Context: an optimization exercise on an open-source flow, tuned for small area. The choices shown serve that exercise and are no tape-out recipe. Only simulation tests tie the RTL to the original design; equivalence was not proved. Power and IR drop assume default switching activity.

==> flow/design.v <==
package lpddr5_params;
  localparam int BANK_NUMBER                      = 16;
  localparam int ROW_PER_BANK_GROUP_ADDRESS_WIDTH = 16;
  localparam int COL_WIDTH                        = 6;
  localparam int DATA_WIDTH                       = 32;
  localparam int T_RCD  = 4;
  localparam int T_RP   = 4;
  localparam int T_RAS  = 10;
  localparam int T_RC   = 14;
  localparam int T_WR   = 4;
  localparam int T_RFC  = 20;
  localparam int T_REFI = 100;
  localparam int T_CL   = 4;
  localparam int CNT_W     = 5;
  localparam int REF_AGE_W = 8;
  typedef enum logic [2:0] {
    NOP = 3'd0,
    ACT = 3'd1,
    RD  = 3'd2,
    WR  = 3'd3,
    PRE = 3'd4,
    REF = 3'd5
  } lpddr5_cmd_e;
  typedef enum logic [2:0] {
    ERR_NONE = 3'd0,
    ERR_ACT  = 3'd1,
    ERR_RD   = 3'd2,
    ERR_WR   = 3'd3,
    ERR_PRE  = 3'd4,
    ERR_REF  = 3'd5,
    ERR_BUSY = 3'd6
  } lpddr5_err_e;
endpackage
import lpddr5_params::*;
module lpddr5_bank_timer #(
  parameter int ROW_W = ROW_PER_BANK_GROUP_ADDRESS_WIDTH
) (
  input  logic             clk,
  input  logic             rst,
  input  logic             act,
  input  logic             wr,
  input  logic             pre,
  input  logic [ROW_W-1:0] row,
  output logic             bank_open,
  output logic [ROW_W-1:0] open_row,
  output logic             act_ok,
  output logic             rw_ok,
  output logic             pre_ok,
  output logic             rp_idle
);
  logic [CNT_W-1:0] cnt_rcd, cnt_ras, cnt_rc, cnt_rp, cnt_wr;
  always_ff @(posedge clk) begin
    if (rst) begin
      bank_open <= 1'b0;
      open_row  <= '0;
      cnt_rcd   <= '0;
      cnt_ras   <= '0;
      cnt_rc    <= '0;
      cnt_rp    <= '0;
      cnt_wr    <= '0;
    end else begin
      cnt_rcd <= act ? (CNT_W'(T_RCD - 1)) : ((cnt_rcd == '0) ? cnt_rcd : cnt_rcd - 1'b1);
      cnt_ras <= act ? (CNT_W'(T_RAS - 1)) : ((cnt_ras == '0) ? cnt_ras : cnt_ras - 1'b1);
      cnt_rc  <= act ? (CNT_W'(T_RC - 1))  : ((cnt_rc == '0) ? cnt_rc : cnt_rc - 1'b1);
      cnt_rp  <= pre ? (CNT_W'(T_RP - 1))  : ((cnt_rp == '0) ? cnt_rp : cnt_rp - 1'b1);
      cnt_wr  <= wr  ? (CNT_W'(T_WR - 1))  : ((cnt_wr == '0) ? cnt_wr : cnt_wr - 1'b1);
      if (act) begin
        bank_open <= 1'b1;
        open_row  <= row;
      end else if (pre) begin
        bank_open <= 1'b0;
      end
    end
  end
  assign act_ok  = !bank_open && (cnt_rp == '0) && (cnt_rc == '0);
  assign rw_ok   = bank_open && (cnt_rcd == '0);
  assign pre_ok  = !bank_open || ((cnt_ras == '0) && (cnt_wr == '0));
  assign rp_idle = (cnt_rp == '0);
endmodule
import lpddr5_params::*;
module lpddr5_device_responder #(
  parameter int BANKS = BANK_NUMBER,
  parameter int ROW_W = ROW_PER_BANK_GROUP_ADDRESS_WIDTH,
  parameter int COL_W = COL_WIDTH,
  parameter int DW    = DATA_WIDTH,
  localparam int BW   = $clog2(BANKS)
) (
  input  logic             clk,
  input  logic             rst,
  input  logic             cmd_valid,
  input  logic [2:0]       cmd,
  input  logic [BW-1:0]    cmd_bank,
  input  logic [ROW_W-1:0] cmd_row,
  input  logic [COL_W-1:0] cmd_col,
  output logic             rd_valid,
  output logic [DW-1:0]    rd_data,
  output logic             err_valid,
  output logic [2:0]       err_code,
  output logic             ref_overdue
);
  logic [BANKS-1:0] act_ok, rw_ok, pre_ok, rp_idle, bank_open;
  logic [BANKS-1:0] act_go, wr_go, pre_go;
  logic [ROW_W-1:0] open_row [BANKS];
  logic [CNT_W-1:0]     cnt_rfc;
  logic [REF_AGE_W-1:0] ref_age;
  logic [2:0]           op;
  logic [2:0]           err;
  logic                 is_cmd, go, rd_go, ref_go;
  assign op     = cmd;
  assign is_cmd = (op == ACT) || (op == RD) || (op == WR) || (op == PRE) || (op == REF);
  always_comb begin
    err = ERR_NONE;
    if (cmd_valid && is_cmd) begin
      case (op)
        ACT:     if (!act_ok[cmd_bank]) err = ERR_ACT;
        RD:      if (!rw_ok[cmd_bank])  err = ERR_RD;
        WR:      if (!rw_ok[cmd_bank])  err = ERR_WR;
        PRE:     if (!pre_ok[cmd_bank]) err = ERR_PRE;
        REF:     if ((|bank_open) || !(&rp_idle)) err = ERR_REF;
        default: err = ERR_NONE;
      endcase
      if (cnt_rfc != '0) err = ERR_BUSY;
    end
  end
  assign go     = cmd_valid && is_cmd && (err == ERR_NONE);
  assign rd_go  = go && (op == RD);
  assign ref_go = go && (op == REF);
  for (genvar b = 0; b < BANKS; b++) begin : g_bank
    logic sel;
    assign sel       = (cmd_bank == BW'(b));
    assign act_go[b] = go && sel && (op == ACT);
    assign wr_go[b]  = go && sel && (op == WR);
    assign pre_go[b] = go && sel && (op == PRE) && bank_open[b];
    lpddr5_bank_timer #(.ROW_W(ROW_W)) u_bank (
      .clk       (clk),
      .rst       (rst),
      .act       (act_go[b]),
      .wr        (wr_go[b]),
      .pre       (pre_go[b]),
      .row       (cmd_row),
      .bank_open (bank_open[b]),
      .open_row  (open_row[b]),
      .act_ok    (act_ok[b]),
      .rw_ok     (rw_ok[b]),
      .pre_ok    (pre_ok[b]),
      .rp_idle   (rp_idle[b])
    );
  end
  logic [T_CL-1:0] pipe_v;
  logic [DW-1:0]   pipe_d [T_CL];
  logic [DW-1:0]   rd_word;
  assign rd_word = DW'({open_row[cmd_bank], cmd_bank, cmd_col});
  always_ff @(posedge clk) begin
    if (rst) begin
      pipe_v <= '0;
      for (int i = 0; i < T_CL; i++) pipe_d[i] <= '0;
    end else begin
      pipe_v <= {pipe_v[T_CL-2:0], rd_go};
      if (rd_go) pipe_d[0] <= rd_word;
      for (int i = 1; i < T_CL; i++) begin
        if (pipe_v[i-1]) pipe_d[i] <= pipe_d[i-1];
      end
    end
  end
  assign rd_valid = pipe_v[T_CL-1];
  assign rd_data  = pipe_d[T_CL-1];
  always_ff @(posedge clk) begin
    if (rst) begin
      err_valid <= 1'b0;
      err_code  <= ERR_NONE;
      cnt_rfc   <= '0;
      ref_age   <= '0;
    end else begin
      err_valid <= (err != ERR_NONE);
      if (err != ERR_NONE) err_code <= err;
      cnt_rfc <= ref_go ? (CNT_W'(T_RFC - 1)) : ((cnt_rfc == '0) ? cnt_rfc : cnt_rfc - 1'b1);
      if (ref_go)        ref_age <= '0;
      else if (~&ref_age) ref_age <= ref_age + 1'b1;
    end
  end
  assign ref_overdue = (ref_age > REF_AGE_W'(T_REFI));
endmodule
==> flow/run.sh <==
#!/bin/bash
# synth_recipe.tcl (not shown) runs the flow's synth.tcl, then flattens the netlist and writes it again
# the make line also repeats each setting of config.mk as NAME=value (left out here)
make -C /OpenROAD-flow-scripts/flow DESIGN_CONFIG=/design/flow/config.mk WORK_HOME=/design/flow/orfs CLKGATE_MAP_FILE= SYNTH_SCRIPT=/design/flow/synth_recipe.tcl finish
==> flow/config.mk <==
export PLATFORM = sky130hd
export DESIGN_NAME = lpddr5_device_responder
export DESIGN_NICKNAME = lpddr5_device_responder
export VERILOG_FILES = /design/flow/design.v
export SDC_FILE = /design/flow/constraint.sdc
export NUM_CORES = 4
export LEC_CHECK = 0
export CAP_MARGIN = 20
export CORE_MARGIN = 2
export CORE_UTILIZATION = 40
export SLEW_MARGIN = 20
==> flow/constraint.sdc <==
create_clock -name core_clock -period 5.0 [get_ports {clk}]
set_input_delay 1.0000 -clock core_clock [delete_from_list [all_inputs] [get_ports {clk}]]
set_output_delay 1.0000 -clock core_clock [all_outputs]
set_load 0.01 [all_outputs]
==> run summary <==
## cells by family (layout without fill, tap and decap cells)
family	after synthesis	after routing	share of synthesized area, %
xor gates and xnor gates	193	193	4.640
adders and majority gates	164	164	5.632
AOI/OAI and AO/OA	865	865	14.77
buffers and inverters	435	521	4.846
DFF	797	797	43.79
muxes	150	150	4.296
other	1	6	0.01029
and+or+nand+nor	1408	1408	22.01
## through the flow
stage               total power [mW]  area (um^2)  hold slack [ns]  setup slack, ns  util (%)
finish                         25.19        41860           0.4563           0.9547     46.43
global route                   27.13        41860           0.4752           0.7900     46.43
CTS                            25.42        41850           0.4592            1.097     46.43
detailed placement             18.46        38750           0.4504           0.4074     42.99
global placement               18.31        38750           0.4471           0.4945     42.99
floorplan                      16.18        36450           0.4315            1.697         -
## layout make-up
cell class	count	area (um^2)
fill	8530	48290
multi-input combinational	2786	19030
sequential	797	15960
clock buffer	126	2557
timing repair buffer	185	1644
tap	1176	1471
inverter	173	649.4
clock inverter	37	544.3
## routing by layer
metal	up-vias	GRT usage [%]
met4	0	6.587
met5	-	0
met3	148	3.238
li1	14347	-
met1	13819	27.70
met2	719	32.17
## sequential cells by signal, summed over array words and instances, names as in the netlist
| name | count |
|---|---|
| g_bank.u_bank.open_row | 256 |
| pipe_d | 104 |
| g_bank.u_bank.cnt_ras | 80 |
| g_bank.u_bank.cnt_rc | 80 |
| g_bank.u_bank.cnt_rcd | 80 |
| g_bank.u_bank.cnt_rp | 80 |
| g_bank.u_bank.cnt_wr | 80 |
| g_bank.u_bank.bank_open | 16 |
| ref_age | 8 |
| cnt_rfc | 5 |
| pipe_v | 4 |
| err_code | 3 |
| err_valid | 1 |
## worst max-delay path: stages
cell and delay [ns]:
buf_2 0.31, buf_4 0.47, nor2_1 0.33, a32o_1 0.36, nor4_1 0.65, nor3_2 0.20, o2111ai_2 0.62, buf_4 0.32
nor2_1 0.10, nor4_1 0.24
## final timing paths
path	endpoint	slack, ns	depth (start not counted)
max	g_bank[4].u_bank.cnt_wr[3]	0.95	10
min	pipe_d[0][18]	0.46	2
max reg2reg	g_bank[10].u_bank.cnt_wr[0]	1.24	10
min reg2reg	pipe_d[0][18]	0.46	2
## synth_stat cells, types with 5 or more instances
cell type	number
mux2i_1	99
xnor2_1	163
mux2_2	51
nand2b_1	58
a222oi_1	9
nor2_1	287
inv_1	171
or2_0	5
o311ai_1	7
clkbuf_1	182
o22ai_1	22
o21ai_1	46
nand2_1	239
nor3b_1	14
nor3_2	11
a2111oi_0	5
o311ai_4	8
o21ai_0	235
buf_2	51
nand3_1	30
a31oi_1	8
buf_4	11
or4b_1	21
ha_1	164
a32o_1	7
nor2b_1	18
a221oi_1	23
nor3_1	187
or4b_2	10
a211oi_1	46
nor4_1	50
xor2_1	30
buf_1	14
nor4b_1	50
nor4b_2	9
dfxtp_1	797
a21oi_1	305
nand4_1	19
or3_1	103
a22o_1	13
a22oi_1	61
a221o_1	6
o32ai_1	33
nand3b_1	270
## power breakdown
part	switching, mW	internal [mW]	leakage [nW]
combinational	4.82	4.52	7.19
sequential	1.15	7.85	6.51
clock	2.78	4.07	1.48
total	8.75	16.4	15.2
==> impl_metrics.yaml <==
run_status:
  status: "no timing/DRC/antenna violations"
floorplanning:
  dieHeight_um: 305.8
  core_area_um2: 90150
  die_width_um: 305.8
  rows: 110
  dieArea_um2: 93510
  ios: 70
  start_util_pct: 40.41
logic_synthesis:
  synth_cells: 4013
  synth.top_cell.area_share_pct: 43.79
  avgSynthCellArea_um2: 9.079
  synthFlopType: "dfxtp_1"
  synth_enable_flop_cells: 0
  yosysTopAreaCell: "dfxtp_1"
  yosys_warnings: 5
  ys_ff_latch: 797
  seq_area_frac_synth_pct: 43.79
  syn_area_um2: 36430
  ys_types: 83
  ys_async_sr_fraction_pct: 0
  yosys-top-cells-area: "dfxtp_1 (44%), ha_1 (5.6%), nand3b_1 (5.6%)"
cts:
  clk_path_buf_depth: 3
  tritoncts: "built"
  h-tree-depth: 3
  clkSlewWorstSetupHoldPaths_ns: 0.06
  cts_setup_buffers: 0
  cts_made_buffers: 88
  cts_resized: 0
  cts_root_buf: "clkbuf_16"
  ctsHoldBuffers: 0
  clkSinkCount: 797
  clk_latency_ns: 0.67
placement:
  dpl.hpwl_um: 63350
  dp.cells: 5117
  gp_congestion: 0.8878
  port_buffers: 63
timing:
  slew_violations: 0
  setup-violations-final: 0
  tns_ns: 0
  hold_viol: 0
  finalCritPeriodShare_pct: 80.91
  fin_crit_ns: 4.045
  fmax_ghz: 0.2472
  rsz0062_at_grt: "false"
  max_slew_margin_pct: 29.66
  tightest_slew_ns: 1.054
  fin_skew_ns: 0.04381
critical_path:
  critPathCaptureType: "flip-flop"
  criticalPathCategory: "in2reg"
  crit_required_ns: 5.56
  critPathLaunch: "cmd_bank[1]"
  r2r-start: "g_bank[1].u_bank.cnt_rcd[0]"
  path_max_fanout: 31
  startpoint_type: "input port"
  cp.arrival_ns: 4.61
global_route:
  grtUsageTotal_pct: 20.15
  grt_pass1_wl_um: 152300
  grt_pass1_vias: 27182
  antenna_found_initial: 0
  grt_max_degree: 164
  overflow: 0
route:
  drc: 0
  wl_met3_um: 5495
  dr.pass1.iters: 6
  wl_per_cell_um: 18.15
  vias_per_cell: 5.499
  antenna_left: 0
  dr_total_vias: 29033
  met1Wirelength_um: 44600
  top_layer: "met4"
  drt_iter0_markers: 2549
  wl_met2_um: 43100
  routed_wl_um: 95840
power_and_ir_drop:
  max-vdd-ir-drop_mv: 0.2482
  power.density_nw_per_um2: 601.9
  power_leakage_nw: 15.18
worst_hold_path:
  hold_start: "pipe_d[0][18]"
  hp-class: "reg2reg"
layout:
  drive_gt1_share_pct: 9.600
  stdcell_count: 5280
  final_common_cell: "dfxtp_1"
  fin_nets: 4227
  layout_common_cells: "dfxtp_1 (797), a21oi_1 (305), nor2_1 (286)"
  antenna_cells: 0
  syn_to_final_growth_pct: 14.88
flow_run:
  drv_cap: 0

## re-timing with driven ports
The flow's constraints put no driver on any port. The routed layout listed below was extracted and timed again, unchanged, in two steps.
Step 1 sets driving cells, clkbuf_16 on the clock port and buf_2 on the other inputs (assumed; they add their load-dependent delay and slew).
Step 2 times the ports against the registers' clock, not the clock port: input delays grow and output delays shrink by t, the midpoint of the rising clock arrivals with the driver on.
Slacks: ideal / step 1 / step 2; pairs: ideal / step 1.
shift t [ns]: 0.724
setup slack, ns: 0.955 / 0.988 / 0.264
worst setup path at the end: input to register
After both steps this run still meets setup and hold. The setup slack of this run moves by +0.033 ns with the drivers and by -0.691 ns with both steps.
